Context: an optimization exercise on an open-source flow, tuned for small area, a short achievable clock period and few clock cycles. The choices shown serve that exercise and are no tape-out recipe.
The RTL was checked by simulation tests, not by an equivalence proof against the original design.
No activity file was given, so power comes from the tool's default toggle rates.

==> v22: inputs <==
==> flow/design.v <==
`default_nettype none
package pipePkg;
    localparam logic [1:0] majAddi  = 2'b00;
    localparam logic [1:0] majAndi  = 2'b01;
    localparam logic [1:0] majStore = 2'b10;
    localparam logic [1:0] majOther = 2'b11;
    localparam logic [2:0] subNop  = 3'b000;
    localparam logic [2:0] subLoad = 3'b001;
    localparam logic [2:0] subReg  = 3'b010;
    localparam logic [2:0] subJump = 3'b011;
    localparam logic [2:0] subBeq  = 3'b100;
    localparam logic [2:0] subBne  = 3'b101;
    localparam logic [1:0] aluAdd = 2'd0;
    localparam logic [1:0] aluSub = 2'd1;
    localparam logic [1:0] aluAnd = 2'd2;
    localparam logic [1:0] aluOr  = 2'd3;
    function automatic logic [23:0] predecode(input logic [31:0] d, input logic [5:0] addr);
        logic [23:0] w;
        logic [5:0]  off;
        logic [5:0]  tgt;
        w   = {majOther, subNop, 19'd0};
        off = {d[27:25], d[11:9]};
        tgt = addr + off;
        case (d[6:0])
            7'b0010011: begin
                if (d[14:12] == 3'b000)
                    w = {majAddi, d[31:20], d[11:7], d[19:15]};
                else if (d[14:12] == 3'b111)
                    w = {majAndi, d[31:20], d[11:7], d[19:15]};
            end
            7'b0000011: w = {majOther, subLoad, 1'b0, d[27:20], d[11:7], d[19:15]};
            7'b0100011: w = {majStore, d[31:25], d[11:7], d[24:20], d[19:15]};
            7'b0110011: begin
                if (d[14:12] == 3'b000)
                    w = {majOther, subReg, 2'b00, (d[30] ? aluSub : aluAdd), d[11:7], d[24:20], d[19:15]};
                else if (d[14:12] == 3'b110)
                    w = {majOther, subReg, 2'b00, aluOr, d[11:7], d[24:20], d[19:15]};
                else if (d[14:12] == 3'b111)
                    w = {majOther, subReg, 2'b00, aluAnd, d[11:7], d[24:20], d[19:15]};
            end
            7'b1100011: begin
                if (d[14:13] == 2'b00 && off != 6'd1) begin
                    if (d[19:15] == d[24:20]) begin
                        if (!d[12]) w = {majOther, subJump, 3'b100, tgt, 10'd0};
                    end else begin
                        w = {majOther, (d[12] ? subBne : subBeq), d[12], 2'b00, tgt, d[24:20], d[19:15]};
                    end
                end
            end
            default: ;
        endcase
        predecode = w;
    endfunction
    function automatic logic predTaken(input logic [23:0] w);
        predTaken = w[23] && w[22] && w[18];
    endfunction
endpackage
`default_nettype wire
`timescale 1ns/1ns
`default_nettype none
module pipeTop #(
    parameter int imemWords = 64,
    parameter int dmemWords = 64
) (
    input  wire logic                                 clock,
    input  wire logic                                 reset,
    input  wire logic                                 run,
    input  wire logic                                 progWrite,
    input  wire logic [$clog2(imemWords)-1:0]         progAddr,
    input  wire logic [31:0]                          progData,
    output logic                                      storeValid,
    output logic [31:0]                               storeAddr,
    output logic [31:0]                               storeData
);
    logic        pendValid;
    logic [5:0]  pendAddr;
    logic [23:0] pendWord;
    logic [23:0] progWord;
    logic [23:0] imem [64];
    logic [63:0] pendDec;
    assign progWord = pipePkg::predecode(progData, progAddr);
    always_ff @(posedge clock) begin
        pendValid <= progWrite && !run;
        pendAddr  <= progAddr;
        pendWord  <= progWord;
    end
    assign pendDec = 64'd1 << pendAddr;
    for (genvar i = 0; i < 64; i++) begin : gImem
        always_ff @(posedge clock) begin
            if (pendValid && pendDec[i]) imem[i] <= pendWord;
        end
    end
    logic [5:0]  pc;
    logic        dValid;
    logic [23:0] dIr;
    logic [5:0]  dPc1;
    logic        eValid;
    logic        eWr;
    logic        eLoad;
    logic        eStore;
    logic        eBr;
    logic [4:0]  eRd;
    logic        eSub;
    logic        eSum;
    logic        eAnd;
    logic        eOr;
    logic [31:0] eA;
    logic [31:0] eB;
    logic [31:0] eSd;
    logic        eSelMA;
    logic        eSelWA;
    logic        eSelRA;
    logic        eSelMB;
    logic        eSelWB;
    logic        eSelRB;
    logic        eSelMS;
    logic        eSelWS;
    logic        eSelRS;
    logic [5:0]  eFixPc;
    logic        mValid;
    logic        mStoreValid;
    logic        mWr;
    logic        mLoad;
    logic [4:0]  mRd;
    logic [31:0] mAlu;
    logic [31:0] mSd;
    logic [63:0] mIdx;
    logic        wWr;
    logic [4:0]  wRd;
    logic [31:0] wRes;
    logic [31:0] regs [1:31];
    logic [31:0] dmem [64];
    logic        idle;
    logic [23:0] fWord;
    logic        fPredT;
    logic [5:0]  fPc1;
    logic [5:0]  fNext;
    logic        stall;
    logic        mispredict;
    logic [63:0] pcDec;
    logic [23:0] fRead;
    assign pcDec = 64'd1 << pc;
    always_comb begin
        fRead = '0;
        for (int i = 0; i < 64; i++) fRead = fRead | (imem[i] & {24{pcDec[i]}});
    end
    logic fByp;
    assign fWord  = fByp ? pendWord : fRead;
    assign fPredT = pipePkg::predTaken(fWord);
    assign fPc1   = pc + 6'd1;
    assign fNext  = fPredT ? fWord[15:10] : fPc1;
    logic [1:0]  dMaj;
    logic [2:0]  dSub;
    logic [4:0]  dRs1;
    logic [4:0]  dRs2;
    logic [4:0]  dRd;
    logic        dOther;
    logic        dAddi;
    logic        dAndi;
    logic        dStore;
    logic        dLoad;
    logic        dReg;
    logic        dBeq;
    logic        dBne;
    logic        dUsesRs1;
    logic        dUsesRs2;
    logic        dWr;
    logic [1:0]  dAluOp;
    logic [31:0] dRs1Val;
    logic [31:0] dRs2Val;
    logic [31:0] mResult;
    assign dMaj   = dIr[23:22];
    assign dSub   = dIr[21:19];
    assign dRs1   = dIr[4:0];
    assign dRs2   = dIr[9:5];
    assign dOther = (dMaj == pipePkg::majOther);
    assign dAddi  = (dMaj == pipePkg::majAddi);
    assign dAndi  = (dMaj == pipePkg::majAndi);
    assign dStore = (dMaj == pipePkg::majStore);
    assign dLoad  = dOther && (dSub == pipePkg::subLoad);
    assign dReg   = dOther && (dSub == pipePkg::subReg);
    assign dBeq   = dOther && (dSub == pipePkg::subBeq);
    assign dBne   = dOther && (dSub == pipePkg::subBne);
    assign dRd    = dReg ? dIr[14:10] : dIr[9:5];
    assign dUsesRs1 = dAddi || dAndi || dStore || dLoad || dReg || dBeq || dBne;
    assign dUsesRs2 = dStore || dReg || dBeq || dBne;
    assign dWr      = (dAddi || dAndi || dLoad || dReg) && (dRd != 5'd0);
    assign dAluOp   = dReg ? dIr[16:15] : (dAndi ? pipePkg::aluAnd : pipePkg::aluAdd);
    logic [31:0] mLoadData;
    logic [31:0] rs1Dec;
    logic [31:0] rs2Dec;
    logic [31:0] rs1Read;
    logic [31:0] rs2Read;
    logic [31:0] rdDec;
    always_comb begin
        mLoadData = '0;
        for (int i = 0; i < 64; i++) mLoadData = mLoadData | (dmem[i] & {32{mIdx[i]}});
    end
    assign mResult = mLoad ? mLoadData : mAlu;
    assign rs1Dec = 32'd1 << dRs1;
    assign rs2Dec = 32'd1 << dRs2;
    always_comb begin
        rs1Read = '0;
        rs2Read = '0;
        for (int i = 1; i < 32; i++) begin
            rs1Read = rs1Read | (regs[i] & {32{rs1Dec[i]}});
            rs2Read = rs2Read | (regs[i] & {32{rs2Dec[i]}});
        end
    end
    assign dRs1Val = (wWr && wRd == dRs1) ? wRes : rs1Read;
    assign dRs2Val = (wWr && wRd == dRs2) ? wRes : rs2Read;
    logic dHitEA, dHitMA, dHitEB, dHitMB;
    assign dHitEA = eValid && eWr && eRd == dRs1;
    assign dHitEB = eValid && eWr && eRd == dRs2;
    assign dHitMA = mValid && mWr && mRd == dRs1;
    assign dHitMB = mValid && mWr && mRd == dRs2;
    logic        dImmB;
    logic [31:0] dImm;
    assign dImmB = !(dReg || dBeq || dBne);
    assign dImm  = {{20{dIr[21]}}, dIr[21:10]};
    assign stall = (dValid || idle) && eValid && eLoad && eWr &&
                   ((dUsesRs1 && eRd == dRs1) || (dUsesRs2 && !dStore && eRd == dRs2));
    logic [31:0] opA;
    logic [31:0] aluB;
    logic [31:0] sum;
    logic [31:0] aluRes;
    logic [31:0] stData;
    logic [32:0] sumC;
    assign opA    = ({32{eSelMA}} & mAlu) | ({32{eSelWA}} & wRes) | ({32{eSelRA}} & eA);
    assign aluB   = ({32{eSelMB}} & (mAlu ^ {32{eSub}})) | ({32{eSelWB}} & (wRes ^ {32{eSub}})) |
                    ({32{eSelRB}} & eB);
    assign sumC   = {opA, 1'b1} + {aluB, eSub};
    assign sum    = sumC[32:1];
    assign stData = ({32{eSelMS}} & mResult) | ({32{eSelWS}} & wRes) | ({32{eSelRS}} & eSd);
    assign aluRes = ({32{eSum}} & sum) | ({32{eAnd}} & (opA & aluB)) | ({32{eOr}} & (opA | aluB));
    assign mispredict = eValid && eBr && (opA == aluB);
    always_ff @(posedge clock) begin
        idle <= reset || !run;
        fByp <= progWrite && !run && progAddr == pcIdle;
        if (reset || !run) begin
            pc     <= pcIdle;
            dValid <= 1'b0;
            eValid <= 1'b0;
            mValid <= 1'b0;
            mStoreValid <= 1'b0;
        end else begin
            mValid <= eValid;
            mStoreValid <= eValid && eStore;
            if (mispredict) begin
                pc     <= eFixPc;
                dValid <= 1'b0;
                eValid <= 1'b0;
            end else if (stall) begin
                eValid <= 1'b0;
            end else begin
                pc     <= fNext;
                dValid <= 1'b1;
                eValid <= dValid || idle;
            end
        end
    end
    logic [23:0] word0;
    logic        word0PredT;
    always_comb begin
        if (progWrite && progAddr == 6'd0)
            word0 = progWord;
        else if (pendValid && pendAddr == 6'd0)
            word0 = pendWord;
        else
            word0 = imem[0];
    end
    assign word0PredT = pipePkg::predTaken(word0);
    logic [5:0]  pcIdle;
    assign pcIdle = word0PredT ? word0[15:10] : 6'd1;
    always_ff @(posedge clock) begin
        if (reset || !run) begin
            dIr  <= word0;
            dPc1 <= 6'd1;
        end else if (!stall) begin
            dIr  <= fWord;
            dPc1 <= fPc1;
        end
    end
    always_ff @(posedge clock) begin
        eWr     <= dWr;
        eLoad   <= dLoad;
        eStore  <= dStore;
        eBr     <= dBeq || dBne;
        eRd     <= dRd;
        eSub    <= (dAluOp == pipePkg::aluSub);
        eSum    <= (dAluOp == pipePkg::aluAdd) || (dAluOp == pipePkg::aluSub);
        eAnd    <= (dAluOp == pipePkg::aluAnd);
        eOr     <= (dAluOp == pipePkg::aluOr);
        eA      <= dRs1Val;
        eB      <= dImmB ? dImm : (dAluOp == pipePkg::aluSub) ? ~dRs2Val : dRs2Val;
        eSd     <= dRs2Val;
        eSelMA  <= dHitEA;
        eSelWA  <= !dHitEA && dHitMA;
        eSelRA  <= !dHitEA && !dHitMA;
        eSelMB  <= !dImmB && dHitEB;
        eSelWB  <= !dImmB && !dHitEB && dHitMB;
        eSelRB  <= dImmB || (!dHitEB && !dHitMB);
        eSelMS  <= dHitEB;
        eSelWS  <= !dHitEB && dHitMB;
        eSelRS  <= !dHitEB && !dHitMB;
        eFixPc  <= dBne ? dPc1 : dIr[15:10];
    end
    always_ff @(posedge clock) begin
        mWr    <= eWr;
        mLoad  <= eLoad;
        mRd    <= eRd;
        mAlu   <= aluRes;
        mIdx   <= 64'd1 << sum[7:2];
        mSd    <= stData;
    end
    always_ff @(posedge clock) begin
        wWr  <= mValid && mWr && !reset;
        wRd  <= mRd;
        wRes <= mResult;
    end
    for (genvar i = 0; i < 64; i++) begin : gDmem
        always_ff @(posedge clock) begin
            if (mStoreValid && mIdx[i]) dmem[i] <= mSd;
        end
    end
    assign rdDec = 32'd1 << wRd;
    for (genvar i = 1; i < 32; i++) begin : gRegs
        always_ff @(posedge clock) begin
            if (wWr && rdDec[i]) regs[i] <= wRes;
        end
    end
    assign storeValid = mStoreValid;
    assign storeAddr  = mAlu;
    assign storeData  = mSd;
endmodule
`default_nettype wire
==> flow/flow/run.sh <==
#!/bin/bash
set -euo pipefail
MARGIN=6.3
bash standard.sh synth > synth_stage.log 2>&1
sed "s/SETUP_SLACK_MARGIN=[0-9.]*/SETUP_SLACK_MARGIN=${MARGIN}/" standard.sh > standard_margin.sh
bash standard_margin.sh > layout_stage.log 2>&1
==> flow/standard.sh <==
#!/bin/bash
# synth_recipe.tcl (not shown) runs the flow's synth.tcl, then flattens the netlist and writes it again
# the make line also repeats each setting of config.mk as NAME=value (left out here)
make -C /OpenROAD-flow-scripts/flow DESIGN_CONFIG=/design/flow/config.mk WORK_HOME=/design/flow/orfs CLKGATE_MAP_FILE= SYNTH_SCRIPT=/design/flow/synth_recipe.tcl "${@:-finish}"
==> flow/config.mk <==
export PLATFORM = sky130hd
export DESIGN_NAME = pipeTop
export DESIGN_NICKNAME = pipeTop
export VERILOG_FILES = /design/flow/design.v
export SDC_FILE = /design/flow/constraint.sdc
export NUM_CORES = 4
export LEC_CHECK = 0
export CAP_MARGIN = 20
export CORE_MARGIN = 2
export CORE_UTILIZATION = 45
export CTS_CLUSTER_DIAMETER = 100
export CTS_CLUSTER_SIZE = 20
export SETUP_SLACK_MARGIN = 5
export SLEW_MARGIN = 20
export SYNTH_MEMORY_MAX_BITS = 8192
==> flow/constraint.sdc <==
create_clock -name core_clock -period 10.0 [get_ports {clock}]
set_input_delay 2.0000 -clock core_clock [delete_from_list [all_inputs] [get_ports {clock}]]
set_output_delay 2.0000 -clock core_clock [all_outputs]
set_load 0.01 [all_outputs]
==> inputs of v16, as changes to v22 <==
--- a/flow/design.v
+++ b/flow/design.v
@@ -124,7 +124,6 @@
     logic [4:0]  mRd;
     logic [31:0] mAlu;
     logic [31:0] mSd;
-    logic [63:0] mIdx;
     logic        wWr;
     logic [4:0]  wRd;
     logic [31:0] wRes;
@@ -144,8 +143,7 @@
         fRead = '0;
         for (int i = 0; i < 64; i++) fRead = fRead | (imem[i] & {24{pcDec[i]}});
     end
-    logic fByp;
-    assign fWord  = fByp ? pendWord : fRead;
+    assign fWord  = (pendValid && pendAddr == pc) ? pendWord : fRead;
     assign fPredT = pipePkg::predTaken(fWord);
     assign fPc1   = pc + 6'd1;
     assign fNext  = fPredT ? fWord[15:10] : fPc1;
@@ -186,15 +184,17 @@
     assign dUsesRs2 = dStore || dReg || dBeq || dBne;
     assign dWr      = (dAddi || dAndi || dLoad || dReg) && (dRd != 5'd0);
     assign dAluOp   = dReg ? dIr[16:15] : (dAndi ? pipePkg::aluAnd : pipePkg::aluAdd);
+    logic [63:0] mDec;
     logic [31:0] mLoadData;
     logic [31:0] rs1Dec;
     logic [31:0] rs2Dec;
     logic [31:0] rs1Read;
     logic [31:0] rs2Read;
     logic [31:0] rdDec;
+    assign mDec = 64'd1 << mAlu[7:2];
     always_comb begin
         mLoadData = '0;
-        for (int i = 0; i < 64; i++) mLoadData = mLoadData | (dmem[i] & {32{mIdx[i]}});
+        for (int i = 0; i < 64; i++) mLoadData = mLoadData | (dmem[i] & {32{mDec[i]}});
     end
     assign mResult = mLoad ? mLoadData : mAlu;
     assign rs1Dec = 32'd1 << dRs1;
@@ -236,9 +236,8 @@
     assign mispredict = eValid && eBr && (opA == aluB);
     always_ff @(posedge clock) begin
         idle <= reset || !run;
-        fByp <= progWrite && !run && progAddr == pcIdle;
         if (reset || !run) begin
-            pc     <= pcIdle;
+            pc     <= word0PredT ? word0[15:10] : 6'd1;
             dValid <= 1'b0;
             eValid <= 1'b0;
             mValid <= 1'b0;
@@ -270,8 +269,6 @@
             word0 = imem[0];
     end
     assign word0PredT = pipePkg::predTaken(word0);
-    logic [5:0]  pcIdle;
-    assign pcIdle = word0PredT ? word0[15:10] : 6'd1;
     always_ff @(posedge clock) begin
         if (reset || !run) begin
             dIr  <= word0;
@@ -310,7 +307,6 @@
         mLoad  <= eLoad;
         mRd    <= eRd;
         mAlu   <= aluRes;
-        mIdx   <= 64'd1 << sum[7:2];
         mSd    <= stData;
     end
     always_ff @(posedge clock) begin
@@ -320,7 +316,7 @@
     end
     for (genvar i = 0; i < 64; i++) begin : gDmem
         always_ff @(posedge clock) begin
-            if (mStoreValid && mIdx[i]) dmem[i] <= mSd;
+            if (mStoreValid && mDec[i]) dmem[i] <= mSd;
         end
     end
     assign rdDec = 32'd1 << wRd;
--- a/flow/config.mk
+++ b/flow/config.mk
@@ -7,7 +7,7 @@
 export LEC_CHECK = 0
 export CAP_MARGIN = 20
 export CORE_MARGIN = 2
-export CORE_UTILIZATION = 45
+export CORE_UTILIZATION = 38
 export CTS_CLUSTER_DIAMETER = 100
 export CTS_CLUSTER_SIZE = 20
 export SETUP_SLACK_MARGIN = 5
==> summary.txt <==
Post-DP Area: v16 198,000 um2; v22 197,000 um2
Number of buffers created by CTS: v16 283; v22 286
Number of fillers in the final layout: v16 42.6k; v22 33.6k
Worst vdd ir: v16 143 uV; v22 172 uV
Combinational power share: v16 15.0%; v22 15.7%
Seq/total area: v16 68.3%; v22 69.1%
Cell internal pwr: v16 31.1 mW; v22 31.5 mW
Hold worst-path end: v16 wRd[0]$_DFF_P_; v22 wRd[4]$_DFF_P_
Via count of the first global-routing pass: v16 118k; v22 121k
Worst path bufs/invs: v16 3; v22 2
Status: v16 timing/DRC/antenna clean; v22 timing/DRC/antenna clean
Count of non-CTS buffers in the layout: v16 857; v22 911
Count of non-filler cells in the finished layout: v16 18.5k; v22 17.3k
Max Clk Rate: v16 253 MHz; v22 249 MHz
Count of clock buffers in the final design: v16 395; v22 397
Initial core utilization: v16 38.2%; v22 45.1%
Testbench counts of v22, summed over its fixed seeds: cycles 102,906.
Testbench counts of v16, summed over its fixed seeds: cycles 102,906.

re-timing with driven ports:
No port has a modelled driver above. Below, the same layouts with a new extraction and two added sets of constraints. Step 1: set_driving_cell puts a clkbuf_16 on clock and a buf_2 on each other input, an assumption about the parent block. Step 2 times the ports against the registers' clock, not the clock port: input delays grow and output delays shrink by t, the midpoint of the rising clock arrivals with the driver on. Slacks: ideal / step 1 / step 2; pairs: ideal / step 1.
run	t (ns)	setup WS [ns]	worst hold slack (ns)	clock arrival spread, ns	pins driven straight from the clock port
v22	1.087	5.988 / 5.988 / 5.324	0.399 / 0.399 / 0.399	0.128 / 0.127	1
v16	1.091	6.042 / 6.042 / 5.246	0.355 / 0.355 / 0.355	0.138 / 0.138	1
After both steps setup and hold are still met in every run listed. For v16, which loses most, drivers alone change the setup slack by 0.000 ns; drivers and shift together by -0.796 ns.
